Background: an optimization exercise with open tools, aiming at small area, a short achievable clock period and few clock cycles per item. Do not read the settings as production practice.
Function was checked by simulation only, so behaviour that the tests miss may differ from the original.
Power is estimated from default activity; no workload was simulated.

$ cat config.mk
export PLATFORM = sky130hd
export DESIGN_NAME = sparse_batch_accum
export DESIGN_NICKNAME = sparse_batch_accum
export VERILOG_FILES = /design/flow/design.v
export SDC_FILE = /design/flow/constraint.sdc
export NUM_CORES = 4
export LEC_CHECK = 0
export ABC_AREA = 1
export CAP_MARGIN = 20
export CORE_MARGIN = 2
export CORE_UTILIZATION = 55
export SETUP_SLACK_MARGIN = 5
export SLEW_MARGIN = 20
$ cat design.v
package sparse_batch_accum_pkg;
  localparam int DATA_W = 8;
  localparam int RES_W  = 32;
  localparam int IDX_W  = 4;
  localparam int BATCH  = 32;
  function automatic int bw(input int v);
    if (v <= 2) begin
      bw = 1;
    end else begin
      bw = $clog2(v);
    end
  endfunction
  typedef enum logic [1:0] {
    ACCUM = 2'd0,
    FLUSH = 2'd1,
    DRAIN = 2'd2
  } state_t;
endpackage
module sparse_mac_stage #(
  parameter int DATA_W = sparse_batch_accum_pkg::DATA_W,
  parameter int RES_W  = sparse_batch_accum_pkg::RES_W
) (
  input  logic [RES_W-1:0]    acc_cur,
  input  logic [2*DATA_W-1:0] prod,
  output logic [RES_W-1:0]    acc_new,
  output logic                ovf
);
  localparam int PW = 2*DATA_W;
  localparam int HW = RES_W - PW;
  logic [PW:0]   lo;
  logic [HW-1:0] hi, hi_inc, hi_dec, hi_new;
  logic          c, s, up, dn, ovf_p, ovf_n;
  assign lo     = {1'b0, acc_cur[PW-1:0]} + {1'b0, prod};
  assign hi     = acc_cur[RES_W-1:PW];
  assign hi_inc = hi + 1'b1;
  assign hi_dec = hi - 1'b1;
  assign c      = lo[PW];
  assign s      = prod[PW-1];
  assign up     = c & ~s;
  assign dn     = s & ~c;
  assign ovf_p  = up & (hi == {1'b0, {(HW-1){1'b1}}});
  assign ovf_n  = dn & (hi == {1'b1, {(HW-1){1'b0}}});
  assign ovf    = ovf_p | ovf_n;
  assign hi_new = up ? hi_inc : (dn ? hi_dec : hi);
  always_comb begin
    if (ovf_p) begin
      acc_new = {1'b0, {(RES_W-1){1'b1}}};
    end else if (ovf_n) begin
      acc_new = {1'b1, {(RES_W-1){1'b0}}};
    end else begin
      acc_new = {hi_new, lo[PW-1:0]};
    end
  end
endmodule
module sparse_mul_csa (
  input  logic [7:0]  a,
  input  logic [7:0]  b,
  output logic [15:0] row0,
  output logic [15:0] row1
);
  logic s1;
  logic c2;
  logic s3;
  logic c4;
  logic s5;
  logic c6;
  logic s7;
  logic c8;
  logic s9;
  logic c10;
  logic s11;
  logic c12;
  logic s13;
  logic c14;
  logic s15;
  logic c16;
  logic s17;
  logic c18;
  logic s19;
  logic c20;
  logic s21;
  logic c22;
  logic s23;
  logic c24;
  logic s25;
  logic c26;
  logic s27;
  logic c28;
  logic s29;
  logic c30;
  logic s31;
  logic c32;
  logic s33;
  logic c34;
  logic s35;
  logic c36;
  logic s37;
  logic c38;
  logic s39;
  logic c40;
  logic s41;
  logic c42;
  logic s43;
  logic c44;
  logic s45;
  logic c46;
  logic s47;
  logic c48;
  logic s49;
  logic c50;
  logic s51;
  logic c52;
  logic s53;
  logic c54;
  logic s55;
  logic c56;
  logic s57;
  logic c58;
  logic s59;
  logic c60;
  logic s61;
  logic c62;
  logic s63;
  logic c64;
  logic s65;
  logic c66;
  logic s67;
  logic c68;
  logic s69;
  logic c70;
  logic s71;
  logic c72;
  logic s73;
  logic c74;
  logic s75;
  logic c76;
  logic s77;
  logic c78;
  logic s79;
  logic c80;
  logic s81;
  logic c82;
  logic s83;
  logic c84;
  assign s1 = (a[0] & b[6]) ^ (a[1] & b[5]);
  assign c2 = (a[0] & b[6]) & (a[1] & b[5]);
  assign s3 = (~(a[0] & b[7])) ^ (a[1] & b[6]) ^ (a[2] & b[5]);
  assign c4 = ((~(a[0] & b[7])) & (a[1] & b[6])) | ((~(a[0] & b[7])) & (a[2] & b[5])) | ((a[1] & b[6]) & (a[2] & b[5]));
  assign s5 = (a[3] & b[4]) ^ (a[4] & b[3]);
  assign c6 = (a[3] & b[4]) & (a[4] & b[3]);
  assign s7 = (~(a[1] & b[7])) ^ (a[2] & b[6]) ^ (a[3] & b[5]);
  assign c8 = ((~(a[1] & b[7])) & (a[2] & b[6])) | ((~(a[1] & b[7])) & (a[3] & b[5])) | ((a[2] & b[6]) & (a[3] & b[5]));
  assign s9 = (a[4] & b[4]) ^ (a[5] & b[3]) ^ (a[6] & b[2]);
  assign c10 = ((a[4] & b[4]) & (a[5] & b[3])) | ((a[4] & b[4]) & (a[6] & b[2])) | ((a[5] & b[3]) & (a[6] & b[2]));
  assign s11 = (~(a[2] & b[7])) ^ (a[3] & b[6]) ^ (a[4] & b[5]);
  assign c12 = ((~(a[2] & b[7])) & (a[3] & b[6])) | ((~(a[2] & b[7])) & (a[4] & b[5])) | ((a[3] & b[6]) & (a[4] & b[5]));
  assign s13 = (a[0] & b[4]) ^ (a[1] & b[3]);
  assign c14 = (a[0] & b[4]) & (a[1] & b[3]);
  assign s15 = (a[0] & b[5]) ^ (a[1] & b[4]) ^ (a[2] & b[3]);
  assign c16 = ((a[0] & b[5]) & (a[1] & b[4])) | ((a[0] & b[5]) & (a[2] & b[3])) | ((a[1] & b[4]) & (a[2] & b[3]));
  assign s17 = (a[3] & b[2]) ^ (a[4] & b[1]);
  assign c18 = (a[3] & b[2]) & (a[4] & b[1]);
  assign s19 = (a[2] & b[4]) ^ (a[3] & b[3]) ^ (a[4] & b[2]);
  assign c20 = ((a[2] & b[4]) & (a[3] & b[3])) | ((a[2] & b[4]) & (a[4] & b[2])) | ((a[3] & b[3]) & (a[4] & b[2]));
  assign s21 = (a[5] & b[1]) ^ (a[6] & b[0]) ^ s1;
  assign c22 = ((a[5] & b[1]) & (a[6] & b[0])) | ((a[5] & b[1]) & s1) | ((a[6] & b[0]) & s1);
  assign s23 = (a[5] & b[2]) ^ (a[6] & b[1]) ^ (~(a[7] & b[0]));
  assign c24 = ((a[5] & b[2]) & (a[6] & b[1])) | ((a[5] & b[2]) & (~(a[7] & b[0]))) | ((a[6] & b[1]) & (~(a[7] & b[0])));
  assign s25 = s3 ^ s5 ^ c2;
  assign c26 = (s3 & s5) | (s3 & c2) | (s5 & c2);
  assign s27 = (~(a[7] & b[1])) ^ 1'b1 ^ s7;
  assign c28 = ((~(a[7] & b[1])) & 1'b1) | ((~(a[7] & b[1])) & s7) | (1'b1 & s7);
  assign s29 = s9 ^ c4 ^ c6;
  assign c30 = (s9 & c4) | (s9 & c6) | (c4 & c6);
  assign s31 = (a[5] & b[4]) ^ (a[6] & b[3]) ^ (~(a[7] & b[2]));
  assign c32 = ((a[5] & b[4]) & (a[6] & b[3])) | ((a[5] & b[4]) & (~(a[7] & b[2]))) | ((a[6] & b[3]) & (~(a[7] & b[2])));
  assign s33 = s11 ^ c8 ^ c10;
  assign c34 = (s11 & c8) | (s11 & c10) | (c8 & c10);
  assign s35 = (~(a[3] & b[7])) ^ (a[4] & b[6]) ^ (a[5] & b[5]);
  assign c36 = ((~(a[3] & b[7])) & (a[4] & b[6])) | ((~(a[3] & b[7])) & (a[5] & b[5])) | ((a[4] & b[6]) & (a[5] & b[5]));
  assign s37 = (a[6] & b[4]) ^ (~(a[7] & b[3])) ^ c12;
  assign c38 = ((a[6] & b[4]) & (~(a[7] & b[3]))) | ((a[6] & b[4]) & c12) | ((~(a[7] & b[3])) & c12);
  assign s39 = (~(a[4] & b[7])) ^ (a[5] & b[6]) ^ (a[6] & b[5]);
  assign c40 = ((~(a[4] & b[7])) & (a[5] & b[6])) | ((~(a[4] & b[7])) & (a[6] & b[5])) | ((a[5] & b[6]) & (a[6] & b[5]));
  assign s41 = (a[0] & b[3]) ^ (a[1] & b[2]);
  assign c42 = (a[0] & b[3]) & (a[1] & b[2]);
  assign s43 = (a[2] & b[2]) ^ (a[3] & b[1]) ^ (a[4] & b[0]);
  assign c44 = ((a[2] & b[2]) & (a[3] & b[1])) | ((a[2] & b[2]) & (a[4] & b[0])) | ((a[3] & b[1]) & (a[4] & b[0]));
  assign s45 = (a[5] & b[0]) ^ s15 ^ s17;
  assign c46 = ((a[5] & b[0]) & s15) | ((a[5] & b[0]) & s17) | (s15 & s17);
  assign s47 = s19 ^ s21 ^ c16;
  assign c48 = (s19 & s21) | (s19 & c16) | (s21 & c16);
  assign s49 = s23 ^ s25 ^ c20;
  assign c50 = (s23 & s25) | (s23 & c20) | (s25 & c20);
  assign s51 = s27 ^ s29 ^ c24;
  assign c52 = (s27 & s29) | (s27 & c24) | (s29 & c24);
  assign s53 = s31 ^ s33 ^ c28;
  assign c54 = (s31 & s33) | (s31 & c28) | (s33 & c28);
  assign s55 = s35 ^ s37 ^ c32;
  assign c56 = (s35 & s37) | (s35 & c32) | (s37 & c32);
  assign s57 = (~(a[7] & b[4])) ^ s39 ^ c36;
  assign c58 = ((~(a[7] & b[4])) & s39) | ((~(a[7] & b[4])) & c36) | (s39 & c36);
  assign s59 = (~(a[5] & b[7])) ^ (a[6] & b[6]) ^ (~(a[7] & b[5]));
  assign c60 = ((~(a[5] & b[7])) & (a[6] & b[6])) | ((~(a[5] & b[7])) & (~(a[7] & b[5]))) | ((a[6] & b[6]) & (~(a[7] & b[5])));
  assign s61 = (a[0] & b[2]) ^ (a[1] & b[1]);
  assign c62 = (a[0] & b[2]) & (a[1] & b[1]);
  assign s63 = (a[2] & b[1]) ^ (a[3] & b[0]) ^ s41;
  assign c64 = ((a[2] & b[1]) & (a[3] & b[0])) | ((a[2] & b[1]) & s41) | ((a[3] & b[0]) & s41);
  assign s65 = s13 ^ s43 ^ c42;
  assign c66 = (s13 & s43) | (s13 & c42) | (s43 & c42);
  assign s67 = c14 ^ s45 ^ c44;
  assign c68 = (c14 & s45) | (c14 & c44) | (s45 & c44);
  assign s69 = c18 ^ s47 ^ c46;
  assign c70 = (c18 & s47) | (c18 & c46) | (s47 & c46);
  assign s71 = c22 ^ s49 ^ c48;
  assign c72 = (c22 & s49) | (c22 & c48) | (s49 & c48);
  assign s73 = c26 ^ s51 ^ c50;
  assign c74 = (c26 & s51) | (c26 & c50) | (s51 & c50);
  assign s75 = c30 ^ s53 ^ c52;
  assign c76 = (c30 & s53) | (c30 & c52) | (s53 & c52);
  assign s77 = c34 ^ s55 ^ c54;
  assign c78 = (c34 & s55) | (c34 & c54) | (s55 & c54);
  assign s79 = c38 ^ s57 ^ c56;
  assign c80 = (c38 & s57) | (c38 & c56) | (s57 & c56);
  assign s81 = c40 ^ s59 ^ c58;
  assign c82 = (c40 & s59) | (c40 & c58) | (s59 & c58);
  assign s83 = (~(a[6] & b[7])) ^ (~(a[7] & b[6])) ^ c60;
  assign c84 = ((~(a[6] & b[7])) & (~(a[7] & b[6]))) | ((~(a[6] & b[7])) & c60) | ((~(a[7] & b[6])) & c60);
  assign row0[0] = (a[0] & b[0]);
  assign row1[0] = 1'b0;
  assign row0[1] = (a[0] & b[1]);
  assign row1[1] = (a[1] & b[0]);
  assign row0[2] = (a[2] & b[0]);
  assign row1[2] = s61;
  assign row0[3] = s63;
  assign row1[3] = c62;
  assign row0[4] = s65;
  assign row1[4] = c64;
  assign row0[5] = s67;
  assign row1[5] = c66;
  assign row0[6] = s69;
  assign row1[6] = c68;
  assign row0[7] = s71;
  assign row1[7] = c70;
  assign row0[8] = s73;
  assign row1[8] = c72;
  assign row0[9] = s75;
  assign row1[9] = c74;
  assign row0[10] = s77;
  assign row1[10] = c76;
  assign row0[11] = s79;
  assign row1[11] = c78;
  assign row0[12] = s81;
  assign row1[12] = c80;
  assign row0[13] = s83;
  assign row1[13] = c82;
  assign row0[14] = (a[7] & b[7]);
  assign row1[14] = c84;
  assign row0[15] = 1'b1;
  assign row1[15] = 1'b0;
endmodule
module sparse_batch_accum #(
  parameter int DATA_W = sparse_batch_accum_pkg::DATA_W,
  parameter int RES_W  = sparse_batch_accum_pkg::RES_W,
  parameter int IDX_W  = sparse_batch_accum_pkg::IDX_W,
  parameter int BATCH  = sparse_batch_accum_pkg::BATCH
) (
  input  logic              clk,
  input  logic              rst,
  input  logic              in_valid,
  output logic              in_ready,
  input  logic [DATA_W-1:0] in_data,
  input  logic [DATA_W-1:0] in_weight,
  input  logic [IDX_W-1:0]  in_idx,
  input  logic              in_last,
  output logic              out_valid,
  input  logic              out_ready,
  output logic [RES_W-1:0]  out_data,
  output logic [IDX_W-1:0]  out_idx,
  output logic              out_last,
  output logic [sparse_batch_accum_pkg::bw(BATCH+1)-1:0] sample_cnt
  , output logic            sat_flag
);
  localparam int NACC  = 2**IDX_W;
  localparam int CNT_W = sparse_batch_accum_pkg::bw(BATCH+1);
  localparam int PW    = 2*DATA_W;
  typedef enum logic [2:0] {
    ACCUM = 3'd0,
    WAIT1 = 3'd1,
    WAIT2 = 3'd2,
    WAIT3 = 3'd3,
    LOAD  = 3'd4,
    DRAIN = 3'd5
  } st_t;
  st_t                state, state_nxt;
  logic               accept, handshake, done;
  logic               last_sample;
  logic               s0_valid;
  logic [DATA_W-1:0]  s0_data, s0_weight;
  logic [IDX_W-1:0]   s0_idx;
  logic               m_valid;
  logic [IDX_W-1:0]   m_idx, m_idx_nxt;
  logic [PW-1:0]      m_row0, m_row1, mul_row0, mul_row1;
  logic               s1_valid;
  logic [IDX_W-1:0]   s1_idx;
  logic [PW-1:0]      s1_prod;
  logic [RES_W-1:0]   s1_acc;
  logic               s1_fwd;
  logic               s1_load;
  logic               s2_valid;
  logic [IDX_W-1:0]   s2_idx;
  logic [RES_W-1:0]   s2_res;
  logic [RES_W-1:0]   acc [NACC];
  logic [NACC-1:0]    acc_vld;
  logic [RES_W-1:0]   rd_val;
  logic [RES_W-1:0]   add_in, add_out;
  logic               add_ovf;
  assign accept    = in_valid & in_ready;
  assign handshake = out_valid & out_ready;
  assign done      = handshake & out_last;
  assign last_sample = (sample_cnt == CNT_W'(BATCH - 1));
  always_comb begin
    state_nxt = state;
    m_idx_nxt = s0_idx;
    case (state)
      ACCUM: begin
        if (accept && in_last && last_sample) state_nxt = WAIT1;
      end
      WAIT1: begin
        state_nxt = WAIT2;
      end
      WAIT2: begin
        state_nxt = WAIT3;
        m_idx_nxt = '0;
      end
      WAIT3: begin
        state_nxt = LOAD;
        m_idx_nxt = '0;
      end
      LOAD: begin
        state_nxt = DRAIN;
        m_idx_nxt = IDX_W'(1);
      end
      DRAIN: begin
        m_idx_nxt = handshake ? m_idx + 1'b1 : m_idx;
        if (done) state_nxt = ACCUM;
      end
      default: begin
        state_nxt = ACCUM;
      end
    endcase
  end
  always_ff @(posedge clk or posedge rst) begin
    if (rst) begin
      state      <= ACCUM;
      in_ready   <= 1'b0;
      out_valid  <= 1'b0;
      out_last   <= 1'b0;
      out_idx    <= '0;
      sample_cnt <= '0;
      s0_valid   <= 1'b0;
      m_valid    <= 1'b0;
      s1_valid   <= 1'b0;
      s2_valid   <= 1'b0;
      acc_vld    <= '0;
    end else begin
      state     <= state_nxt;
      in_ready  <= (state_nxt == ACCUM);
      out_valid <= (state_nxt == DRAIN);
      if (state == LOAD) begin
        out_idx  <= '0;
        out_last <= 1'b0;
      end else if (handshake) begin
        out_idx  <= out_idx + 1'b1;
        out_last <= (out_idx == IDX_W'(NACC - 2));
      end
      if (done) begin
        sample_cnt <= '0;
      end else if (accept && in_last) begin
        sample_cnt <= sample_cnt + 1'b1;
      end
      s0_valid <= accept;
      m_valid  <= s0_valid;
      s1_valid <= m_valid;
      s2_valid <= s1_valid;
      if (done) begin
        acc_vld <= '0;
      end else if (s2_valid) begin
        acc_vld[s2_idx] <= 1'b1;
      end
    end
  end
  always_ff @(posedge clk or posedge rst) begin
    if (rst) begin
      sat_flag <= 1'b0;
    end else if (done) begin
      sat_flag <= 1'b0;
    end else if (s1_valid && add_ovf) begin
      sat_flag <= 1'b1;
    end
  end
  always_ff @(posedge clk) begin
    s0_data   <= in_data;
    s0_weight <= in_weight;
    s0_idx    <= in_idx;
  end
  sparse_mul_csa u_mul (.a(s0_data), .b(s0_weight), .row0(mul_row0), .row1(mul_row1));
  always_ff @(posedge clk) begin
    m_idx  <= m_idx_nxt;
    m_row0 <= mul_row0;
    m_row1 <= mul_row1;
  end
  always_comb begin
    if (s2_valid && (s2_idx == m_idx)) begin
      rd_val = s2_res;
    end else if (acc_vld[m_idx]) begin
      rd_val = acc[m_idx];
    end else begin
      rd_val = '0;
    end
  end
  assign s1_load = (state != DRAIN) | out_ready;
  always_ff @(posedge clk) begin
    s1_idx  <= m_idx;
    s1_prod <= m_row0 + m_row1;
    s1_fwd  <= s1_valid & (s1_idx == m_idx);
    if (s1_load) begin
      s1_acc <= rd_val;
    end
  end
  assign out_data = s1_acc;
  assign add_in = s1_fwd ? s2_res : s1_acc;
  sparse_mac_stage #(.DATA_W(DATA_W), .RES_W(RES_W)) u_mac (
    .acc_cur(add_in), .prod(s1_prod), .acc_new(add_out), .ovf(add_ovf)
  );
  always_ff @(posedge clk) begin
    s2_idx <= s1_idx;
    s2_res <= add_out;
  end
  always_ff @(posedge clk) begin
    if (s2_valid) begin
      acc[s2_idx] <= s2_res;
    end
  end
endmodule
$ cat run.sh
#!/bin/bash
# synth_recipe.tcl (not shown) runs the flow's synth.tcl, then flattens the netlist and writes it again
# the make line also repeats each setting of config.mk as NAME=value (left out here)
make -C /OpenROAD-flow-scripts/flow DESIGN_CONFIG=/design/flow/config.mk WORK_HOME=/design/flow/orfs CLKGATE_MAP_FILE= SYNTH_SCRIPT=/design/flow/synth_recipe.tcl finish
$ cat constraint.sdc
create_clock -name core_clock -period 8.0 [get_ports {clk}]
set_input_delay 1.6000 -clock core_clock [delete_from_list [all_inputs] [get_ports {clk}]]
set_output_delay 1.6000 -clock core_clock [all_outputs]
set_load 0.01 [all_outputs]
==> results of run 1 <==
[Yosys cell counts (7+ instances only)]
cell type,n
o21ai_0,366
nand3_1,137
dfxtp_1,110
xor2_1,23
nand2_1,403
clkbuf_1,76
mux2i_1,114
inv_1,351
nor3_1,13
fa_1,37
a21oi_1,196
o221ai_1,8
xnor2_1,8
nor2_1,93
dfrtp_1,37
o211ai_1,18
buf_2,30
buf_1,17
ha_1,49
edfxtp_1,548
o21ai_1,7
[power breakdown]
| part | internal [W] | switching, W |
|---|---|---|
| sequential | 0.00488 | 0.000761 |
| clock | 0.00183 | 0.00135 |
| combinational | 0.00151 | 0.00308 |
| total | 0.00823 | 0.00520 |
[how the worst max path moves through the flow]
stage	startpoint	endpoint	slack, ns	cells past startpoint
after floorplan	s0_data[4]$_DFF_P_	m_row0[8]$_DFF_P_	5.15	9
after global placement	s1_fwd$_DFF_P_	sat_flag$_DFFE_PP0P_	4.34	17
after detailed placement	s1_fwd$_DFF_P_	sat_flag$_DFFE_PP0P_	4.31	17
after CTS	s1_acc[17]$_DFFE_PP_	out_data[17]	5.00	1
after global routing	s1_acc[22]$_DFFE_PP_	out_data[22]	5.00	1
final	s1_acc[22]$_DFFE_PP_	out_data[22]	5.03	1
[metal layers]
metal,vias up,track usage [%],part of all wire [%]
met3,94,3.52,5.8
met2,576,42.9,47
li1,9429,-,-
met5,-,0,0
met1,9831,39.3,46
met4,0,7.01,1.7
[stage by stage]
| step | worst slack (ns) | instances |
|---|---|---|
| CTS | 5.00 | 3525 |
| detailed placement | 4.31 | 3382 |
| global placement | 4.34 | 3382 |
| finish | 5.03 | 3529 |
| global route | 5.00 | 3527 |
| floorplan | 5.15 | 2706 |
[state kept, by name, summed over array words and instances, names as in the netlist, 6 cells and up, named ones only]
name	cells
m_row0	15
s0_weight	8
s1_prod	16
s0_data	8
acc_vld	16
sample_cnt	6
s1_acc	32
m_row1	14
s2_res	32
acc	512
[kinds of logic (layout without fill, tap and decap cells)]
group,after synthesis,count (layout)
flops,695,695
simple gates,668,668
compound gates,622,622
buf+inv,490,607
mux,114,114
fa+ha+maj,86,86
xor+xnor,31,31
other cells,0,2
[final cells by class]
class | instances | area, µm²
Antenna cell | 2 | 5.00
Fill cell | 4360 | 20600
Timing Repair Buffer | 118 | 1130
Tap cell | 704 | 881
Multi-Input combinational cell | 1521 | 8990
Clock inverter | 27 | 219
Inverter | 359 | 1380
Sequential cell | 695 | 19600
Clock buffer | 103 | 1990
[repair_timing]
| action | CTS | global route |
|---|---|---|
| endpoints found under the setup margin | 106 | 51 |
| cloned | 0 | 1 |
| pin swaps | 2 | 1 |
| gates resized for setup | 80 | 46 |
| buffers inserted | 13 | 1 |
==> out/results.txt, run 1 <==
register area share after synthesis -> 64.6%
period utilisation layout -> 37.1%
Adder-Cell Fraction of Synth Area -> 4.47%
Pwr per Cell Area -> 392 nW/µm²
combinational family with the most area after synthesis -> compound AO/OA/AOI/OAI gates
crit path max-delay cell type -> edfxtp_1
mean area per synthesized cell -> 11.2 µm²
initial core utilization -> 55.3%
Area after DPL -> 31700 µm²
RD Place Congestion -> 0.892
clk sinks -> 695
Max-slew headroom -> 33.8%
DR DRC count -> 0
TritonCTS buffer count -> 73
DIE AREA -> 57000 µm²
number of flops mapped to enable cells by yosys -> 548
largest area contributor in the netlist -> edfxtp_1
root buf cell -> clkbuf_16
worst clock skew -> 0.0251 ns
post-route ant nets -> 0
vias in the first global route -> 19300
I/O pins -> 71
largest net degree at the start of global routing -> 112
Synth Area in Simple Gates -> 9.15%
share of cells above drive strength 1 -> 7.55%
Setup-failing EPs final -> 0
LEAKAGE -> 13.7 nW
Ys Warns -> 2
Worst Max-Slew Pin Slew -> 0.983 ns
Hold Path End -> s1_prod[0]$_DFF_P_
Top delay family on crit path -> flip-flops
#FFs+latches synth -> 695
Tot Pwr -> 0.0134 W
Mapped Nets -> 2817
top cell type's share of synthesized area -> 54.3%
Hold Crit Class -> reg -> reg
# hold bufs at CTS -> 0
min cycle time layout -> 2.97 ns
hold slack -> 0.329 ns
endpoint class of the critical path -> output port
die width -> 239 µm
IO buf count -> 70
DR iter-0 viols -> 1730
Worst Reg-to-Reg Cells -> 7
final core occ -> 62.5%
XOR/XNOR Fraction of Synth Area -> 0.896%
unrepaired setup endpoints after global routing -> false
Synth cell types -> 48
commonest non-fill, non-tap cell in the layout -> edfxtp_1
first-pass GRT wire length -> 114 mm
crit-path cells -> clkdlybuf4s15_2
design area -> 34200 µm²
Max Clock Freq -> 337 MHz
detailed-route via count -> 19900
Worst Path Required -> 6.40 ns
ys flop type -> edfxtp_1
gr usage total -> 26.9%
Routed WL per cell -> 21.6 µm
commonest non-fill, non-tap cells in the layout -> edfxtp_1 (548), nand2_1 (399), o21ai_0 (363)
post-synthesis cell count -> 2706
DRT Wirelength -> 76.1 mm
critical path buffer and inverter count -> 1
asr flop ratio synth -> 5.32%
MaxCap Viol Count -> 0
H-tree depth -> 3
hold path start -> m_row0[0]$_DFF_P_
Synth Area in Compound Gates -> 10.7%
layout overhead on the synthesized area -> 12.9%
DIE HEIGHT -> 239 µm
row count -> 86
Setup TNS -> 0 ns
maximum clock path buffer count -> 3
DR vias/cell -> 5.65
Reg clk slew, reported paths -> 0.06 ns
critical path class -> reg -> out
Worst setup SP type -> flip-flop
post-synthesis mux area share -> 3.77%
core footprint -> 54800 µm²
crit path DAT -> 1.37 ns
VDD IR-drop max -> 0.000221 V
max incr delay on CP -> 0.49 ns
post-synthesis cell area -> 30300 µm²
fin nets -> 2879
Pre-Repair DR Iteration Count -> 6
R2R Path Start -> s0_weight[7]$_DFF_P_
Hold Fails Final Rpt -> 0
Critical R2R Capture -> m_row0[7]$_DFF_P_
internal reg-to-reg setup slack -> 5.15 ns
status -> complete, no violations
Final Slew Violations -> 0
GRT Residual Overflow -> 0
main area contributors after synthesis -> edfxtp_1 (54%), dfxtp_1 (7.3%), o21ai_0 (6.0%)
Worst-Skew Late Latency -> 0.61 ns
Post-DP HPWL -> 43.2 mm
CTS tree -> yes
WHS Path Cells -> 0
Crit Path Max Fanout -> 2
initial antenna violation count -> 2
Testbench counts, summed over its fixed seeds: cycles 5,290, items 4,650.
==> inputs of run 2 (changes only) <==
--- a/config.mk
+++ b/config.mk
@@ -7,3 +7,2 @@
 export LEC_CHECK = 0
-export ABC_AREA = 1
 export CAP_MARGIN = 20
==> run 2 against run 1 <==
- via count down 22%
- non-clock buffer count rose by 45
- first-iteration DRC count is 19% lower
- clock skew rose by 0.0026 ns
- sequential cell count stayed put
- synthesized cell count is 38% lower
- combinational power is 3% lower
- die area down 4.0%
- global-route usage decreased by 1.0 points
- setup slack lost 0.18 ns
- largest power group unchanged
- highest routed layer unchanged
==> out/results.txt, run 2 <==
post-route ant nets -> 0 (unchanged)
Max-slew headroom -> 31.6% (was 33.8%)
CP dominant cell by count -> buf_12
RD Place Congestion -> 0.821 (was 0.892)
detailed-route via count -> 15600 (was 19900)
mean area per synthesized cell -> 17.2 µm² (was 11.2 µm²)
I/O pins -> 71 (unchanged)
critical path buffer and inverter count -> 5 (was 1)
post-synthesis cell count -> 1688 (was 2706)
die width -> 234 µm (was 239 µm)
DR iter-0 viols -> 1399 (was 1730)
Synth cell types -> 73 (was 48)
internal reg-to-reg setup slack -> 4.86 ns (was 5.15 ns)
unrepaired setup endpoints after global routing -> true (was false)
placed insts -> 2397 (was 3382)
asr flop ratio synth -> 5.32% (unchanged)
Crit Path Max Fanout -> 6 (was 2)
ys flop type -> edfxtp_1 (unchanged)
worst clock skew -> 0.0277 ns (was 0.0251 ns)
#FFs+latches synth -> 695 (unchanged)
Tot Pwr -> 0.0133 W (was 0.0134 W)
Hold Fails Final Rpt -> 0 (unchanged)
final non-filler cell total -> 2592 (was 3529)
status -> complete, no violations (unchanged)
period utilisation layout -> 39.3% (was 37.1%)
Top Registers -> acc x512, s1_acc x32, s2_res x32 (unchanged)
Worst Max-Slew Pin Slew -> 1.03 ns (was 0.983 ns)
Setup-failing EPs final -> 0 (unchanged)
Worst-Skew Late Latency -> 0.61 ns (about the same)
max incr delay on CP -> 0.64 ns (was 0.49 ns)
Max Clock Freq -> 318 MHz (was 337 MHz)
H-tree depth -> 3 (unchanged)
CTS tree -> yes (unchanged)
first-pass GRT wire length -> 102 mm (was 114 mm)
row count -> 84 (was 86)
largest net degree at the start of global routing -> 66 (was 112)
register area share after synthesis -> 67.4% (was 64.6%)
endpoint class of the critical path -> flip-flop (was output port)
clk sinks -> 695 (unchanged)
DR vias/cell -> 6.03 (was 5.65)
TritonCTS buffer count -> 73 (unchanged)
DRT Wirelength -> 68.8 mm (was 76.1 mm)
post-synthesis cell area -> 29100 µm² (was 30300 µm²)
IO buf count -> 70 (unchanged)
GRT Residual Overflow -> 0 (unchanged)
fin nets -> 1962 (was 2879)
critical path class -> reg -> reg (was reg -> out)
largest area contributor in the netlist -> edfxtp_1 (unchanged)
main area contributors after synthesis -> edfxtp_1 (57%), mux4_2 (13%), dfxtp_1 (7.6%) (was edfxtp_1 (54%), dfxtp_1 (7.3%), o21ai_0 (6.0%))
commonest non-fill, non-tap cell in the layout -> edfxtp_1 (unchanged)
core footprint -> 52400 µm² (was 54800 µm²)
maximum clock path buffer count -> 3 (unchanged)
n_diodes -> 0 (was 2)
number of flops mapped to enable cells by yosys -> 548 (unchanged)
commonest non-fill, non-tap cells in the layout -> edfxtp_1 (548), mux4_2 (164), nand2_1 (100) (was edfxtp_1 (548), nand2_1 (399), o21ai_0 (363))
DIE AREA -> 54700 µm² (was 57000 µm²)
crit path DAT -> 3.69 ns (was 1.37 ns)
Setup TNS -> 0 ns (unchanged)
initial antenna violation count -> 0 (was 2)
crit path max-delay cell type -> or4_4 (was edfxtp_1)
hold slack -> 0.348 ns (was 0.329 ns)
DIE HEIGHT -> 234 µm (was 239 µm)
vias in the first global route -> 16100 (was 19300)
Top delay family on crit path -> simple AND/OR/NAND/NOR gates (was flip-flops)
min cycle time layout -> 3.14 ns (was 2.97 ns)
Worst setup SP type -> flip-flop (unchanged)
Ys Warns -> 2 (unchanged)
initial core utilization -> 55.4% (was 55.3%)
root buf cell -> clkbuf_16 (unchanged)
layout overhead on the synthesized area -> 16.7% (was 12.9%)
top cell type's share of synthesized area -> 56.6% (was 54.3%)
Reg clk slew, reported paths -> 0.06 ns (about the same)
Hold Crit Class -> reg -> reg (unchanged)
Final Slew Violations -> 0 (unchanged)
crit-path cells -> buf_12 > buf_6 > buf_6 > mux2_4 > ha_4 > a21o_1 > o21ai_2 > a211oi_2 > a211oi_4 > buf_12 > buf_12 > or4_4 > nand2_2 > a21oi_2 > nor2_1 (was clkdlybuf4s15_2)
Worst Path Required -> 8.54 ns (was 6.40 ns)
Pre-Repair DR Iteration Count -> 4 (was 6)
Pwr per Cell Area -> 393 nW/µm² (was 392 nW/µm²)
Post-DP HPWL -> 37.4 mm (was 43.2 mm)
gr usage total -> 25.9% (was 26.9%)
share of cells above drive strength 1 -> 27.0% (was 7.55%)
Post-synth top cells -> edfxtp_1 (548), mux4_2 (164), dfxtp_1 (110), nand2_1 (103), nor2_1 (60) (was edfxtp_1 (548), nand2_1 (403), o21ai_0 (366), inv_1 (351), a21oi_1 (196))
final core occ -> 64.7% (was 62.5%)
Routed WL per cell -> 26.6 µm (was 21.6 µm)
LEAKAGE -> 11.7 nW (was 13.7 nW)
DR DRC count -> 0 (unchanged)
count leader, synth -> edfxtp_1 (unchanged)
# hold bufs at CTS -> 0 (unchanged)
largest register by flop count -> acc (unchanged)
MaxCap Viol Count -> 0 (unchanged)
max FFs per register -> 512 (unchanged)
VDD IR-drop max -> 0.000197 V (was 0.000221 V)
Mapped Nets -> 1799 (was 2817)
-- run 2: changes by cell type in the layout (fill, tap and decap cells not counted), sizes merged, moves of 125 or more --
cell,change
o21ai,-299
nand2,-303
a21oi,-153
inv,-302
mux4,+164
nand3,-125
-- run 2: kinds of logic after synthesis --
family / after synthesis / synth area share (%)
multiplexers: 201 / 14.1
buffers and inverters: 127 / 2.09
adder cells (fa/ha/maj): 86 / 4.66
AO/OA/AOI/OAI: 183 / 4.09
flip-flops: 695 / 67.4
AND/OR/NAND/NOR: 340 / 6.00
XOR/XNOR: 56 / 1.69
-- run 2: metrics by stage --
step | instance area (µm²) | worst slack [ns]
floorplan | 29200 | 4.66
global placement | 30700 | 3.72
detailed placement | 30700 | 3.63
CTS | 33700 | 4.93
global route | 33900 | 4.77
finish | 33900 | 4.86
-- run 2: per-layer routing --
layer,track usage [%],vias to the layer above,wire (µm)
met1,36.9,8247,30000
met5,0,-,0
li1,-,6832,-
met4,7.44,0,1480
met3,4.41,102,3790
met2,41.6,456,33500
-- run 2: cell type report --
class,count,area [µm²]
flip-flops and latches,695,19600
well taps,688,861
repair buffers,163,1620
clock inverters,33,249
fillers,3738,18500
inverters,50,188
clock buffers,95,2000
multi-input cells,868,9380
-- run 2: worst register-to-register path: cells and delay by family, from the launching register on --
family	cells	cell delay, ns
flops	1	0.35
fa+ha+maj	1	0.29
compound gates	5	0.66
buf+inv	5	0.62
mux	1	0.30
simple gates	3	0.86
-- run 2: report_power, final --
part | switching (W) | total (W) | leakage (nW) | internal, W
Sequential | 0.000791 | 0.00568 | 6.34 | 0.00489
Combinational | 0.00217 | 0.00445 | 4.25 | 0.00228
Clock | 0.00136 | 0.00322 | 1.11 | 0.00186
-- run 2: timing repair --
action	CTS	global route
buffers inserted	55	5
endpoints found under the setup margin	103	62
pin swaps	11	16
resized for setup	109	31
cloned	6	1
-- run 2: final timing paths --
path / endpoint / depth (start not counted) / from
setup / recovery: sat_flag$_DFFE_PP0P_ / 15 / s1_fwd$_DFF_P_
hold / removal: m_valid$_DFF_PP0_ / 0 / s0_valid$_DFF_PP0_
setup reg to reg: sat_flag$_DFFE_PP0P_ / 15 / s1_fwd$_DFF_P_
hold reg to reg: m_valid$_DFF_PP0_ / 0 / s0_valid$_DFF_PP0_
max in group asynchronous: acc_vld[12]$_DFFE_PP0P_ / 3 / rst
min in group asynchronous: sat_flag$_DFFE_PP0P_ / 3 / rst
==> inputs of run 3 (changes only) <==
--- a/design.v
+++ b/design.v
@@ -18,18 +18,18 @@
 endpackage
-module sparse_mac_stage #(
-  parameter int DATA_W = sparse_batch_accum_pkg::DATA_W,
-  parameter int RES_W  = sparse_batch_accum_pkg::RES_W
+module sparse_add_raw #(
+  parameter int PW    = 16,
+  parameter int RES_W = 32
 ) (
-  input  logic [RES_W-1:0]    acc_cur,
-  input  logic [2*DATA_W-1:0] prod,
-  output logic [RES_W-1:0]    acc_new,
-  output logic                ovf
+  input  logic [RES_W-1:0] acc,
+  input  logic [PW-1:0]    prod,
+  output logic [RES_W-1:0] sum,
+  output logic             ovf_p,
+  output logic             ovf_n
 );
-  localparam int PW = 2*DATA_W;
   localparam int HW = RES_W - PW;
   logic [PW:0]   lo;
-  logic [HW-1:0] hi, hi_inc, hi_dec, hi_new;
-  logic          c, s, up, dn, ovf_p, ovf_n;
-  assign lo     = {1'b0, acc_cur[PW-1:0]} + {1'b0, prod};
-  assign hi     = acc_cur[RES_W-1:PW];
+  logic [HW-1:0] hi, hi_inc, hi_dec;
+  logic          c, s, up, dn;
+  assign lo     = {1'b0, acc[PW-1:0]} + {1'b0, prod};
+  assign hi     = acc[RES_W-1:PW];
   assign hi_inc = hi + 1'b1;
@@ -42,12 +42,45 @@
   assign ovf_n  = dn & (hi == {1'b1, {(HW-1){1'b0}}});
-  assign ovf    = ovf_p | ovf_n;
-  assign hi_new = up ? hi_inc : (dn ? hi_dec : hi);
+  assign sum    = {(up ? hi_inc : (dn ? hi_dec : hi)), lo[PW-1:0]};
+endmodule
+module sparse_mac_stage #(
+  parameter int DATA_W = sparse_batch_accum_pkg::DATA_W,
+  parameter int RES_W  = sparse_batch_accum_pkg::RES_W
+) (
+  input  logic [RES_W-1:0]    acc_rd,
+  input  logic                fwd,
+  input  logic [RES_W-1:0]    prev_raw,
+  input  logic                prev_sat_p,
+  input  logic                prev_sat_n,
+  input  logic [2*DATA_W-1:0] prod,
+  output logic [RES_W-1:0]    res_raw,
+  output logic                res_sat_p,
+  output logic                res_sat_n,
+  output logic                ovf
+);
+  localparam int PW = 2*DATA_W;
+  localparam int HW = RES_W - PW;
+  logic [RES_W-1:0] sum_a, sum_b, sum_c;
+  logic             ovf_pa, ovf_na, ovf_pb, ovf_nb;
+  logic             sel_a, sel_b, sel_c;
+  logic             p_pos, p_neg, sat_pc, sat_nc, ovf_c;
+  sparse_add_raw #(.PW(PW), .RES_W(RES_W)) u_add_a (
+    .acc(acc_rd), .prod(prod), .sum(sum_a), .ovf_p(ovf_pa), .ovf_n(ovf_na)
+  );
+  sparse_add_raw #(.PW(PW), .RES_W(RES_W)) u_add_b (
+    .acc(prev_raw), .prod(prod), .sum(sum_b), .ovf_p(ovf_pb), .ovf_n(ovf_nb)
+  );
+  assign p_neg  = prod[PW-1];
+  assign p_pos  = ~prod[PW-1] & (|prod);
+  assign sat_pc = prev_sat_p & p_pos;
+  assign sat_nc = prev_sat_n & p_neg;
+  assign ovf_c  = sat_pc | sat_nc;
+  assign sum_c  = prev_sat_p ? {1'b0, {(HW-1){1'b1}}, prod - 1'b1} : {1'b1, {(HW-1){1'b0}}, prod};
+  assign sel_a = ~fwd;
+  assign sel_b = fwd & ~(prev_sat_p | prev_sat_n);
+  assign sel_c = fwd & (prev_sat_p | prev_sat_n);
   always_comb begin
-    if (ovf_p) begin
-      acc_new = {1'b0, {(RES_W-1){1'b1}}};
-    end else if (ovf_n) begin
-      acc_new = {1'b1, {(RES_W-1){1'b0}}};
-    end else begin
-      acc_new = {hi_new, lo[PW-1:0]};
-    end
+    res_raw   = ({RES_W{sel_a}} & sum_a) | ({RES_W{sel_b}} & sum_b) | ({RES_W{sel_c}} & sum_c);
+    res_sat_p = (sel_a & ovf_pa) | (sel_b & ovf_pb) | (sel_c & sat_pc);
+    res_sat_n = (sel_a & ovf_na) | (sel_b & ovf_nb) | (sel_c & sat_nc);
+    ovf       = (sel_a & (ovf_pa | ovf_na)) | (sel_b & (ovf_pb | ovf_nb)) | (sel_c & ovf_c);
   end
@@ -311,3 +344,4 @@
   logic [IDX_W-1:0]   s2_idx;
-  logic [RES_W-1:0]   s2_res;
+  logic [RES_W-1:0]   s2_raw, s2_res;
+  logic               s2_sat_p, s2_sat_n;
   logic [RES_W-1:0]   acc [NACC];
@@ -315,4 +349,4 @@
   logic [RES_W-1:0]   rd_val;
-  logic [RES_W-1:0]   add_in, add_out;
-  logic               add_ovf;
+  logic [RES_W-1:0]   add_raw;
+  logic               add_sat_p, add_sat_n, add_ovf;
   assign accept    = in_valid & in_ready;
@@ -431,9 +465,21 @@
   assign out_data = s1_acc;
-  assign add_in = s1_fwd ? s2_res : s1_acc;
   sparse_mac_stage #(.DATA_W(DATA_W), .RES_W(RES_W)) u_mac (
-    .acc_cur(add_in), .prod(s1_prod), .acc_new(add_out), .ovf(add_ovf)
+    .acc_rd(s1_acc), .fwd(s1_fwd), .prev_raw(s2_raw), .prev_sat_p(s2_sat_p),
+    .prev_sat_n(s2_sat_n), .prod(s1_prod), .res_raw(add_raw), .res_sat_p(add_sat_p),
+    .res_sat_n(add_sat_n), .ovf(add_ovf)
   );
   always_ff @(posedge clk) begin
-    s2_idx <= s1_idx;
-    s2_res <= add_out;
+    s2_idx   <= s1_idx;
+    s2_raw   <= add_raw;
+    s2_sat_p <= add_sat_p;
+    s2_sat_n <= add_sat_n;
+  end
+  always_comb begin
+    if (s2_sat_p) begin
+      s2_res = {1'b0, {(RES_W-1){1'b1}}};
+    end else if (s2_sat_n) begin
+      s2_res = {1'b1, {(RES_W-1){1'b0}}};
+    end else begin
+      s2_res = s2_raw;
+    end
   end
==> run 3 against run 2 <==
- setup slack better by 0.16 ns
- still clean
- total power is 6.2% higher
- sequential share of layout area is 2.1 points lower
- clock power is 2% higher
- critical path depth is 14 lower
- highest routed layer unchanged
- sequential power is 5.5% lower
==> out/results.txt, run 3 <==
CTS tree -> yes (unchanged)
Worst setup SP type -> flip-flop (unchanged)
row count -> 86 (was 84)
Reg clk slew, reported paths -> 0.06 ns (about the same)
Top Registers -> acc x512, s1_acc x32, s2_raw x32 (was acc x512, s1_acc x32, s2_res x32)
LEAKAGE -> 12.3 nW (was 11.7 nW)
largest net degree at the start of global routing -> 65 (was 66)
Worst Max-Slew Pin Slew -> 1.16 ns (was 1.03 ns)
max incr delay on CP -> 0.45 ns (was 0.64 ns)
root buf cell -> clkbuf_16 (unchanged)
count leader, synth -> edfxtp_1 (unchanged)
critical path class -> reg -> out (was reg -> reg)
post-synthesis cell count -> 1987 (was 1688)
initial antenna violation count -> 1 (was 0)
post-route ant nets -> 0 (unchanged)
ys flop type -> edfxtp_1 (unchanged)
number of flops mapped to enable cells by yosys -> 548 (unchanged)
mean area per synthesized cell -> 15.4 µm² (was 17.2 µm²)
Pre-Repair DR Iteration Count -> 5 (was 4)
commonest non-fill, non-tap cells in the layout -> edfxtp_1 (548), mux4_2 (165), nor2_1 (105) (was edfxtp_1 (548), mux4_2 (164), nand2_1 (100))
fin nets -> 2249 (was 1962)
first-pass GRT wire length -> 111 mm (was 102 mm)
layout overhead on the synthesized area -> 15.0% (was 16.7%)
DIE AREA -> 57700 µm² (was 54700 µm²)
status -> complete, no violations (unchanged)
crit path max-delay cell type -> edfxtp_1 (was or4_4)
clk sinks -> 697 (was 695)
Synth cell types -> 72 (was 73)
Worst-Skew Late Latency -> 0.63 ns (was 0.61 ns)
register area share after synthesis -> 63.9% (was 67.4%)
placed insts -> 2744 (was 2397)
asr flop ratio synth -> 5.31% (was 5.32%)
Setup TNS -> 0 ns (unchanged)
Max Clock Freq -> 335 MHz (was 318 MHz)
share of cells above drive strength 1 -> 19.5% (was 27.0%)
initial core utilization -> 55.7% (was 55.4%)
H-tree depth -> 3 (unchanged)
Worst Path Required -> 6.40 ns (was 8.54 ns)
Ys Warns -> 2 (unchanged)
commonest non-fill, non-tap cell in the layout -> edfxtp_1 (unchanged)
largest register by flop count -> acc (unchanged)
IO buf count -> 70 (unchanged)
GRT Residual Overflow -> 0 (unchanged)
top cell type's share of synthesized area -> 53.6% (was 56.6%)
critical path buffer and inverter count -> 1 (was 5)
Pwr per Cell Area -> 402 nW/µm² (was 393 nW/µm²)
Post-synth top cells -> edfxtp_1 (548), mux4_2 (165), nor2_1 (119), dfxtp_1 (112), inv_1 (101) (was edfxtp_1 (548), mux4_2 (164), dfxtp_1 (110), nand2_1 (103), nor2_1 (60))
RD Place Congestion -> 0.891 (was 0.821)
gr usage total -> 26.4% (was 25.9%)
final core occ -> 64.0% (was 64.7%)
DR vias/cell -> 6.12 (was 6.03)
Final Slew Violations -> 0 (unchanged)
min cycle time layout -> 2.98 ns (was 3.14 ns)
Hold Fails Final Rpt -> 0 (unchanged)
DIE HEIGHT -> 240 µm (was 234 µm)
crit-path cells -> clkdlybuf4s15_1 (was buf_12 > buf_6 > buf_6 > mux2_4 > ha_4 > a21o_1 > o21ai_2 > a211oi_2 > a211oi_4 > buf_12 > buf_12 > or4_4 > nand2_2 > a21oi_2 > nor2_1)
MaxCap Viol Count -> 0 (unchanged)
DR iter-0 viols -> 1955 (was 1399)
Post-DP HPWL -> 42.8 mm (was 37.4 mm)
largest area contributor in the netlist -> edfxtp_1 (unchanged)
core footprint -> 55100 µm² (was 52400 µm²)
maximum clock path buffer count -> 3 (unchanged)
vias in the first global route -> 17600 (was 16100)
VDD IR-drop max -> 0.000261 V (was 0.000197 V)
DR DRC count -> 0 (unchanged)
TritonCTS buffer count -> 74 (was 73)
Setup-failing EPs final -> 0 (unchanged)
DRT Wirelength -> 73.9 mm (was 68.8 mm)
Hold Crit Class -> reg -> reg (unchanged)
final non-filler cell total -> 2919 (was 2592)
unrepaired setup endpoints after global routing -> true (unchanged)
detailed-route via count -> 17900 (was 15600)
period utilisation layout -> 37.3% (was 39.3%)
#FFs+latches synth -> 697 (was 695)
main area contributors after synthesis -> edfxtp_1 (54%), mux4_2 (12%), dfxtp_1 (7.3%) (was edfxtp_1 (57%), mux4_2 (13%), dfxtp_1 (7.6%))
Mapped Nets -> 2119 (was 1799)
Routed WL per cell -> 25.3 µm (was 26.6 µm)
crit path DAT -> 1.38 ns (was 3.69 ns)
worst clock skew -> 0.0240 ns (was 0.0277 ns)
n_diodes -> 0 (unchanged)
post-synthesis cell area -> 30700 µm² (was 29100 µm²)
die width -> 240 µm (was 234 µm)
Top delay family on crit path -> flip-flops (was simple AND/OR/NAND/NOR gates)
I/O pins -> 71 (unchanged)
Crit Path Max Fanout -> 2 (was 6)
Max-slew headroom -> 22.2% (was 31.6%)
max FFs per register -> 512 (unchanged)
endpoint class of the critical path -> output port (was flip-flop)
==> run 3: changes by cell type after synthesis, moves of 20 or more <==
cell,delta
o21ai_2,-20
nand3_1,+47
inv_1,+51
clkbuf_1,+25
ha_1,+20
o21ai_0,+23
nand2b_1,-29
a21oi_1,+22
nor2_1,+59
==> run 3: final timing paths <==
check	slack (ns)	start	cells past startpoint	to
worst max-delay path	5.02	s1_acc[26]$_DFFE_PP_	1	out_data[26]
worst min-delay path	0.33	m_row0[0]$_DFF_P_	0	s1_prod[0]$_DFF_P_
worst max register to register	5.05	s1_acc[10]$_DFFE_PP_	10	s2_raw[24]$_DFF_P_
worst min register to register	0.33	m_row0[0]$_DFF_P_	0	s1_prod[0]$_DFF_P_
max in group asynchronous	6.24	rst	3	sample_cnt[2]$_DFFE_PP0P_
min in group asynchronous	1.41	rst	3	sample_cnt[4]$_DFFE_PP0P_
==> run 3: layout make-up <==
cell class              instances  area, µm²
clock buffers                  92       1970
clock inverters                38        364
fillers                      4050      19800
inverters                     101        379
multi-input cells            1103      10700
flip-flops and latches        697      19700
well taps                     748        936
repair buffers                140       1270
==> run 3: cell families (layout without fill, tap and decap cells) <==
family / count (synthesis) / count (layout) / synth area share, %
mux: 201 / 201 / 13.3
buf+inv: 191 / 371 / 2.38
compound gates: 265 / 266 / 5.59
flops: 697 / 697 / 63.9
fa+ha+maj: 107 / 107 / 5.29
xor+xnor: 76 / 76 / 2.17
simple gates: 450 / 453 / 7.30
==> run 3: repair_timing <==
action / 4_1_cts / 5_1_grt
resized for setup: 90 / 32
hold buffers: 0 / 0
cloned: 4 / 2
pin swaps: 1 / 8
setup buffers: 28 / 11
setup endpoints to repair: 92 / 27
==> run 3: metal layers <==
layer	global-route usage, %	routed length, µm
met1	39.8	33400
met2	40.7	34500
met3	3.80	4450
met4	6.91	1530
met5	0	0
==> run 3: report_power, final <==
| part | total [W] | leakage [nW] | internal [W] | switching (W) |
|---|---|---|---|---|
| combinational | 0.00552 | 4.81 | 0.00235 | 0.00317 |
| clock | 0.00328 | 1.13 | 0.00186 | 0.00142 |
| sequential | 0.00537 | 6.36 | 0.00490 | 0.000478 |
==> run 3: through the flow <==
step	setup WS, ns	instance area, µm²	hold slack, ns	total power [W]
CTS	5.00	35100	0.335	0.0141
global placement	4.27	32400	0.324	0.0105
floorplan	5.03	30700	0.310	0.00891
detailed placement	4.19	32400	0.318	0.0106
finish	5.02	35300	0.333	0.0142
global route	4.97	35300	0.339	0.0149
Testbench counts of run 3, summed over its fixed seeds: cycles 5,290, items 4,650.
==> inputs of run 4 (changes only) <==
--- a/config.mk
+++ b/config.mk
@@ -10,2 +10,4 @@
 export CORE_UTILIZATION = 55
+export CTS_CLUSTER_DIAMETER = 80
+export CTS_CLUSTER_SIZE = 30
 export SETUP_SLACK_MARGIN = 5
==> run 4 against run 3 <==
- clock-buffer cell count is 52 lower
- synthesized cell count stayed put
- hold slack better by 0.0050 ns
- sequential cell count stayed put
- final cell count is 2.3% lower
- wire length is 1.3% lower
- combinational power is 0.9% higher
- fmax is 0.54% higher
- critical path type unchanged
- highest routed layer unchanged
==> out/results.txt, run 4 <==
period utilisation layout -> 37.1% (was 37.3%)
Final Slew Violations -> 0 (unchanged)
met2 global-route usage -> 40.6% (was 40.7%)
Worst Path Required -> 6.40 ns (about the same)
RD Place Congestion -> 0.891 (unchanged)
DIE AREA -> 57700 µm² (unchanged)
Top Registers -> acc x512, s1_acc x32, s2_raw x32 (unchanged)
IO buf count -> 70 (unchanged)
internal reg-to-reg setup slack -> 5.04 ns (was 5.05 ns)
#FFs+latches synth -> 697 (unchanged)
status -> complete, no violations (unchanged)
critical path buffer and inverter count -> 1 (unchanged)
core footprint -> 55100 µm² (unchanged)
initial core utilization -> 55.7% (unchanged)
unrepaired setup endpoints after global routing -> true (unchanged)
DR DRC count -> 0 (unchanged)
final worst setup slack -> 5.03 ns (was 5.02 ns)
Post-DP HPWL -> 42.8 mm (unchanged)
die width -> 240 µm (unchanged)
detailed-route via count -> 17600 (was 17900)
root buf cell -> clkbuf_16 (unchanged)
mean area per synthesized cell -> 15.4 µm² (unchanged)
Worst Max-Slew Pin Slew -> 1.11 ns (was 1.16 ns)
main area contributors after synthesis -> edfxtp_1 (54%), mux4_2 (12%), dfxtp_1 (7.3%) (unchanged)
Reg clk slew, reported paths -> 0.10 ns (was 0.06 ns)
Hold Fails Final Rpt -> 0 (unchanged)
Routed WL per cell -> 25.6 µm (was 25.3 µm)
crit path DAT -> 1.37 ns (was 1.38 ns)
gr usage total -> 25.9% (was 26.4%)
max incr delay on CP -> 0.43 ns (was 0.45 ns)
worst clock skew -> 0.0448 ns (was 0.0240 ns)
Crit Path Max Fanout -> 2 (unchanged)
Comb pwr share -> 42.4% (was 38.9%)
Worst-Skew Late Latency -> 0.61 ns (was 0.63 ns)
largest net degree at the start of global routing -> 65 (unchanged)
Worst Reg-to-Reg Cells -> 11 (was 10)
Worst setup SP type -> flip-flop (unchanged)
critical path class -> reg -> out (unchanged)
I/O pins -> 71 (unchanged)
switching pwr -> 0.00487 W (was 0.00507 W)
CTS tree -> yes (unchanged)
n_diodes -> 0 (unchanged)
post-synthesis cell count -> 1987 (unchanged)
Hold Crit Class -> reg -> reg (unchanged)
Area after DPL -> 32400 µm² (unchanged)
ys flop type -> edfxtp_1 (unchanged)
GR Layer Usage met1 -> 39.8% (about the same)
first-pass GRT wire length -> 110 mm (was 111 mm)
H-tree depth -> 2 (was 3)
initial antenna violation count -> 3 (was 1)
share of cells above drive strength 1 -> 18.1% (was 19.5%)
Max Clock Freq -> 337 MHz (was 335 MHz)
hold path start -> m_row0[0]$_DFF_P_ (unchanged)
Pwr per Cell Area -> 384 nW/µm² (was 402 nW/µm²)
asr flop ratio synth -> 5.31% (unchanged)
Ys Warns -> 2 (unchanged)
largest area contributor in the netlist -> edfxtp_1 (unchanged)
row count -> 86 (unchanged)
LEAKAGE -> 11.8 nW (was 12.3 nW)
min cycle time layout -> 2.97 ns (was 2.98 ns)
TritonCTS buffer count -> 36 (was 74)
Setup WS pre-CTS -> 4.19 ns (unchanged)
GRT Residual Overflow -> 0 (unchanged)
Critical R2R Capture -> s2_raw[29]$_DFF_P_ (was s2_raw[24]$_DFF_P_)
Mapped Nets -> 2119 (unchanged)
Pre-Repair DR Iteration Count -> 5 (unchanged)
WHS Path Cells -> 0 (unchanged)
vias in the first global route -> 17100 (was 17600)
max FFs per register -> 512 (unchanged)
maximum clock path buffer count -> 3 (unchanged)
Max-slew headroom -> 25.6% (was 22.2%)
met3 global-route usage -> 2.88% (was 3.80%)
R2R Path Start -> s1_acc[10]$_DFFE_PP_ (unchanged)
count leader, synth -> edfxtp_1 (unchanged)
number of flops mapped to enable cells by yosys -> 548 (unchanged)
Worst path depth -> 1 (unchanged)
commonest non-fill, non-tap cells in the layout -> edfxtp_1 (548), mux4_2 (165), nor2_1 (105) (unchanged)
Post-synth top cells -> edfxtp_1 (548), mux4_2 (165), nor2_1 (119), dfxtp_1 (112), inv_1 (101) (unchanged)
internal power -> 0.00826 W (was 0.00911 W)
global route hottest layer -> met2 (unchanged)
design area -> 34200 µm² (was 35300 µm²)
DRT Wirelength -> 73.0 mm (was 73.9 mm)
Hold Path End -> s1_prod[0]$_DFF_P_ (unchanged)
commonest non-fill, non-tap cell in the layout -> edfxtp_1 (unchanged)
Clk network pwr share -> 16.8% (was 23.2%)
clk sinks -> 697 (unchanged)
crit path max-delay cell type -> edfxtp_1 (unchanged)
crit-path cells -> dlygate4sd2_1 (was clkdlybuf4s15_1)
post-synthesis cell area -> 30700 µm² (unchanged)
post-route ant nets -> 0 (unchanged)
MaxCap Viol Count -> 0 (unchanged)
largest register by flop count -> acc (unchanged)
DR iter-0 viols -> 2001 (was 1955)
fin nets -> 2214 (was 2249)
register area share after synthesis -> 63.9% (unchanged)
Setup TNS -> 0 ns (unchanged)
Flop pwr share -> 40.8% (was 37.9%)
DR vias/cell -> 6.16 (was 6.12)
endpoint class of the critical path -> output port (unchanged)
Filler Cells Inserted -> 4136 (was 4050)
switching share of total power -> 37.1% (was 35.7%)
DIE HEIGHT -> 240 µm (unchanged)
Setup-failing EPs final -> 0 (unchanged)
top cell type's share of synthesized area -> 53.6% (unchanged)
layout overhead on the synthesized area -> 11.5% (was 15.0%)
VDD IR-drop max -> 0.000287 V (was 0.000261 V)
Top delay family on crit path -> flip-flops (unchanged)
Synth cell types -> 72 (unchanged)
[run 4: cell counts after synthesis]
Identical to the previous run, type by type.
[run 4: final cells by class]
| type | instances | area (µm²) | area share, % |
|---|---|---|---|
| Clock buffer | 40 | 937 | 2.74 |
| Clock inverter | 20 | 278 | 0.812 |
| Inverter | 101 | 379 | 1.11 |
| Multi-Input combinational cell | 1103 | 10700 | 31.4 |
| Sequential cell | 697 | 19700 | 57.4 |
| Tap cell | 748 | 936 | 2.74 |
| Timing Repair Buffer | 143 | 1300 | 3.79 |
[run 4: worst max-delay path by stage]
stage,start,to,slack [ns]
floorplan,s1_prod[0]$_DFF_P_,s2_raw[20]$_DFF_P_,5.03
global placement,s1_prod[0]$_DFF_P_,s2_raw[20]$_DFF_P_,4.27
detailed placement,s1_prod[0]$_DFF_P_,s2_raw[17]$_DFF_P_,4.19
CTS,s1_prod[0]$_DFF_P_,s2_raw[28]$_DFF_P_,4.98
global route,s1_prod[0]$_DFF_P_,s2_raw[17]$_DFF_P_,4.97
finish,s1_acc[24]$_DFFE_PP_,out_data[24],5.03
[run 4: logic make-up (layout without fill, tap and decap cells)]
logic type               after synthesis  in the layout  share of synthesized area, %
flip-flops                           697            697                          63.9
multiplexers                         201            201                          13.3
buffers and inverters                191            304                          2.38
AND/OR/NAND/NOR                      450            453                          7.30
adder cells (fa/ha/maj)              107            107                          5.29
AO/OA/AOI/OAI                        265            266                          5.59
XOR/XNOR                              76             76                          2.17
[run 4: timing repair]
action / 4_1_cts / 5_1_grt
setup endpoints to repair: 93 / 28
gates resized for setup: 84 / 36
buffers inserted: 32 / 10
hold buffers: 0 / 0
hold endpoints to repair: 0 / 0
pin swaps: 2 / 13
cloned: 4 / 2
[run 4: power groups by stage]
stage	combinational, W	clock [W]	sequential (W)
2_1_floorplan	0.00364	0	0.00527
3_3_place_gp	0.00498	0	0.00550
3_5_place_dp	0.00505	0	0.00552
4_1_cts	0.00540	0.00225	0.00536
5_1_grt	0.00605	0.00237	0.00542
6_report	0.00557	0.00220	0.00536
[run 4: through the flow]
stage	hold WS, ns	total power (W)	util (%)	instances
CTS	0.340	0.0130	61.7	2840
finish	0.338	0.0131	62.1	2852
detailed placement	0.318	0.0106	58.7	2744
global route	0.344	0.0138	62.1	2852
floorplan	0.310	0.00891	-	1987
global placement	0.324	0.0105	58.7	2744
[run 4: layer usage]
layer  part of all wire, %  wire (µm)
met3                   6.1       4430
met5                     0          0
met4                   1.8       1320
met2                    47      34100
met1                    45      33100
==> inputs of run 5 (changes only) <==
--- a/config.mk
+++ b/config.mk
@@ -7,2 +7,3 @@
 export LEC_CHECK = 0
+export ABC_AREA = 1
 export CAP_MARGIN = 20
@@ -11,3 +12,3 @@
 export CTS_CLUSTER_DIAMETER = 80
-export CTS_CLUSTER_SIZE = 30
+export CTS_CLUSTER_SIZE = 25
 export SETUP_SLACK_MARGIN = 5
==> run 5 against run 4 <==
- still clean on timing, DRC and antenna
- core utilization down 1.6 points
- clock skew is 0.022 ns lower
- sequential share of layout area shrank 2.4 points
- critical path depth is 1 higher
- register-to-register slack improved by 0.08 ns
- combinational power increased by 5.9%
- hold slack gained 0.021 ns
- clock power down 2%
==> out/results.txt, run 5 <==
status -> complete, no violations (unchanged)
final core occ -> 60.5% (was 62.1%)
clk sinks -> 697 (unchanged)
hold slack -> 0.359 ns (was 0.338 ns)
top cell type's share of synthesized area -> 50.2% (was 53.6%)
DR vias/cell -> 5.74 (was 6.16)
Crit Path Max Fanout -> 2 (unchanged)
DIE AREA -> 61600 µm² (was 57700 µm²)
worst clock skew -> 0.0225 ns (was 0.0448 ns)
period utilisation layout -> 37.7% (was 37.1%)
number of flops mapped to enable cells by yosys -> 548 (unchanged)
met2 WL -> 40.2 mm (was 34.1 mm)
#FFs+latches synth -> 697 (unchanged)
GRT Residual Overflow -> 0 (unchanged)
Filler Cells Inserted -> 4922 (was 4136)
largest register by flop count -> acc (unchanged)
Worst setup SP type -> flip-flop (unchanged)
asr flop ratio synth -> 5.31% (unchanged)
crit path DAT -> 1.42 ns (was 1.37 ns)
unrepaired setup endpoints after global routing -> true (unchanged)
Mapped Nets -> 3227 (was 2119)
maximum clock path buffer count -> 3 (unchanged)
vias in the first global route -> 21700 (was 17100)
main area contributors after synthesis -> edfxtp_1 (50%), dfxtp_1 (6.8%), nand2_1 (5.9%) (was edfxtp_1 (54%), mux4_2 (12%), dfxtp_1 (7.3%))
Pre-Repair DR Iteration Count -> 7 (was 5)
fin nets -> 3279 (was 2214)
share of cells above drive strength 1 -> 7.51% (was 18.1%)
post-synthesis cell area -> 32800 µm² (was 30700 µm²)
CTS tree -> yes (unchanged)
mean area per synthesized cell -> 10.6 µm² (was 15.4 µm²)
Critical R2R Capture -> m_row0[8]$_DFF_P_ (was s2_raw[29]$_DFF_P_)
post-synthesis cell count -> 3095 (was 1987)
Pwr per Cell Area -> 380 nW/µm² (was 384 nW/µm²)
gr usage total -> 27.2% (was 25.9%)
count leader, synth -> edfxtp_1 (unchanged)
initial core utilization -> 55.6% (was 55.7%)
Routed WL per cell -> 21.4 µm (was 25.6 µm)
endpoint class of the critical path -> output port (unchanged)
ys flop type -> edfxtp_1 (unchanged)
Ys Warns -> 2 (unchanged)
Setup TNS -> 0 ns (unchanged)
DR iter-0 viols -> 1872 (was 2001)
Setup WS pre-CTS -> 4.32 ns (was 4.19 ns)
max FFs per register -> 512 (unchanged)
core footprint -> 59000 µm² (was 55100 µm²)
VDD IR-drop max -> 0.000260 V (was 0.000287 V)
internal reg-to-reg setup slack -> 5.12 ns (was 5.04 ns)
detailed-route via count -> 22600 (was 17600)
I/O pins -> 71 (unchanged)
DRT Wirelength -> 84.4 mm (was 73.0 mm)
RD Place Congestion -> 0.897 (was 0.891)
Worst Max-Slew Pin Slew -> 0.988 ns (was 1.11 ns)
Top Registers -> acc x512, s1_acc x32, s2_raw x32 (unchanged)
hold path start -> m_valid$_DFF_PP0_ (was m_row0[0]$_DFF_P_)
layout overhead on the synthesized area -> 8.94% (was 11.5%)
MaxCap Viol Count -> 0 (unchanged)
Setup-failing EPs final -> 0 (unchanged)
min cycle time layout -> 3.02 ns (was 2.97 ns)
final worst setup slack -> 4.98 ns (was 5.03 ns)
die width -> 248 µm (was 240 µm)
H-tree depth -> 2 (unchanged)
DRT met1 WL -> 36.2 mm (was 33.1 mm)
LEAKAGE -> 14.3 nW (was 11.8 nW)
Reg clk slew, reported paths -> 0.10 ns (about the same)
Max Clock Freq -> 331 MHz (was 337 MHz)
initial antenna violation count -> 0 (was 3)
register area share after synthesis -> 59.8% (was 63.9%)
critical path class -> reg -> out (unchanged)
commonest non-fill, non-tap cells in the layout -> edfxtp_1 (548), nand2_1 (518), inv_1 (360) (was edfxtp_1 (548), mux4_2 (165), nor2_1 (105))
sequential cell area -> 19600 µm² (was 19700 µm²)
first-pass GRT wire length -> 126 mm (was 110 mm)
footprint of the multi-input gates -> 11200 µm² (was 10700 µm²)
WHS Path Cells -> 0 (unchanged)
IO buf count -> 70 (unchanged)
crit path max-delay cell type -> edfxtp_1 (unchanged)
Worst Reg-to-Reg Cells -> 8 (was 11)
Hold Crit Class -> reg -> reg (unchanged)
R2R Path Start -> s0_weight[3]$_DFF_P_ (was s1_acc[10]$_DFFE_PP_)
Hold Fails Final Rpt -> 0 (unchanged)
Worst-Skew Late Latency -> 0.60 ns (was 0.61 ns)
Synth cell types -> 63 (was 72)
root buf cell -> clkbuf_16 (unchanged)
largest net degree at the start of global routing -> 213 (was 65)
DIE HEIGHT -> 248 µm (was 240 µm)
max incr delay on CP -> 0.44 ns (was 0.43 ns)
commonest non-fill, non-tap cell in the layout -> edfxtp_1 (unchanged)
Tot Pwr -> 0.0136 W (was 0.0131 W)
n_diodes -> 0 (unchanged)
largest area contributor in the netlist -> edfxtp_1 (unchanged)
row count -> 89 (was 86)
Final Slew Violations -> 0 (unchanged)
Post-DP HPWL -> 49.8 mm (was 42.8 mm)
post-route ant nets -> 0 (unchanged)
Hold Path End -> s1_valid$_DFF_PP0_ (was s1_prod[0]$_DFF_P_)
Post-synth top cells -> edfxtp_1 (548), nand2_1 (519), inv_1 (361), o21ai_0 (291), a21oi_1 (219) (was edfxtp_1 (548), mux4_2 (165), nor2_1 (119), dfxtp_1 (112), inv_1 (101))
TritonCTS buffer count -> 38 (was 36)
crit-path cells -> buf_4 > clkdlybuf4s15_1 (was dlygate4sd2_1)
Worst Path Required -> 6.40 ns (about the same)
highest routed layer -> met4 (unchanged)
Routed met3 length -> 4.65 mm (was 4.43 mm)
Max-slew headroom -> 34.1% (was 25.6%)
DR DRC count -> 0 (unchanged)
[run 5: final cells by class]
cell class | count | share of cell area (%)
repair buffers | 154 | 3.60
repair inverters | 1 | 0.0140
inverters | 371 | 3.98
flip-flops and latches | 697 | 55.0
multi-input cells | 1884 | 31.3
clock buffers | 49 | 2.90
well taps | 773 | 2.71
clock inverters | 14 | 0.487
[run 5: power breakdown]
group          internal (W)  switching (W)
Sequential          0.00490       0.000613
Combinational       0.00197        0.00393
Clock              0.000960        0.00120
Total               0.00783        0.00574
[run 5: metal layers]
metal  global-route usage [%]  vias up
met5                        0        -
met1                     36.1    11100
li1                         -    10800
met4                     10.4        0
met3                     3.67      145
met2                     45.9      673
[run 5: critical path: cells and delay by family, from the launching register on]
family / cells / cell delay, ns
buffers and inverters: 2 / 0.39
flip-flops: 1 / 0.44
[run 5: per-stage QoR]
stage / cells / cell area (µm²)
after floorplan: 3095 / 32800
after global placement: 3840 / 34200
after detailed placement: 3840 / 34200
after CTS: 3934 / 35600
after global routing: 3943 / 35700
final: 3943 / 35700
[run 5: how the worst max path moves through the flow]
stage                               from                 end  slack [ns]  depth (start not counted)
floorplan             s0_data[4]$_DFF_P_   m_row0[8]$_DFF_P_        5.15                          9
global placement               out_ready  in_ready$_DFF_PP0_        4.40                          9
detailed placement             out_ready  in_ready$_DFF_PP0_        4.32                          9
CTS                 s1_acc[21]$_DFFE_PP_        out_data[21]        4.85                          1
global route         s1_acc[0]$_DFFE_PP_         out_data[0]        4.93                          2
finish               s1_acc[0]$_DFFE_PP_         out_data[0]        4.98                          2
[run 5: cell families (layout without fill, tap and decap cells)]
kind of cell,after synthesis,in the layout,share of synthesized area (%)
AOI/OAI and AO/OA,686,686,11.5
xor gates and xnor gates,53,53,1.42
adders and majority gates,107,107,4.95
buffers and inverters,515,589,6.57
DFF,697,697,59.8
muxes,128,128,3.91
and+or+nand+nor,909,910,11.8
[run 5: what timing repair did]
action | 4_1_cts | 5_1_grt
buffers inserted | 31 | 6
resized for setup | 122 | 27
hold buffers | 0 | 0
hold endpoints to repair | 0 | 0
setup endpoints to repair | 78 | 53
gates cloned | 0 | 3

## what the ideal ports hide
The flow's constraints put no driver on any port. The routed layouts listed below were extracted and timed again, unchanged, in two steps.
Step 1 (the two cells are an assumption about what drives the block):
set clk [get_ports {clk}]
set_driving_cell -lib_cell sky130_fd_sc_hd__clkbuf_16 $clk
set_driving_cell -lib_cell sky130_fd_sc_hd__buf_2 [delete_from_list [all_inputs] $clk]
Step 2 adds t to the input delays and takes it off the output delays; t is the mean of the earliest and latest rising clock arrival at the registers after step 1. Input paths then give back, and output paths get back, about the clock's delay inside the block.
a / b / c = ideal ports / drivers / drivers and shift; a / b = the first two.
| run | shift t [ns] | setup slack, ns | worst setup path after step 2 | worst register clock-pin slew, ns | worst data-port slew with drivers (ns) |
|---|---|---|---|---|---|
| run 1 | 0.659 | 5.033 / 4.971 / 4.585 | input to register | 0.06 / 0.06 | 0.03 |
| run 2 | 0.657 | 4.856 / 4.856 / 4.599 | input to register | 0.06 / 0.06 | 0.04 |
| run 3 | 0.676 | 5.018 / 4.957 / 4.643 | input to register | 0.06 / 0.06 | 0.04 |
| run 4 | 0.647 | 5.034 / 4.972 / 4.668 | input to register | 0.11 / 0.11 | 0.04 |
| run 5 | 0.651 | 4.982 / 4.918 / 4.643 | input to register | 0.10 / 0.10 | 0.03 |
After both steps every run listed still meets setup and hold. The setup slack of run 1, which loses most, moves by -0.062 ns with the drivers and by -0.448 ns with both steps.
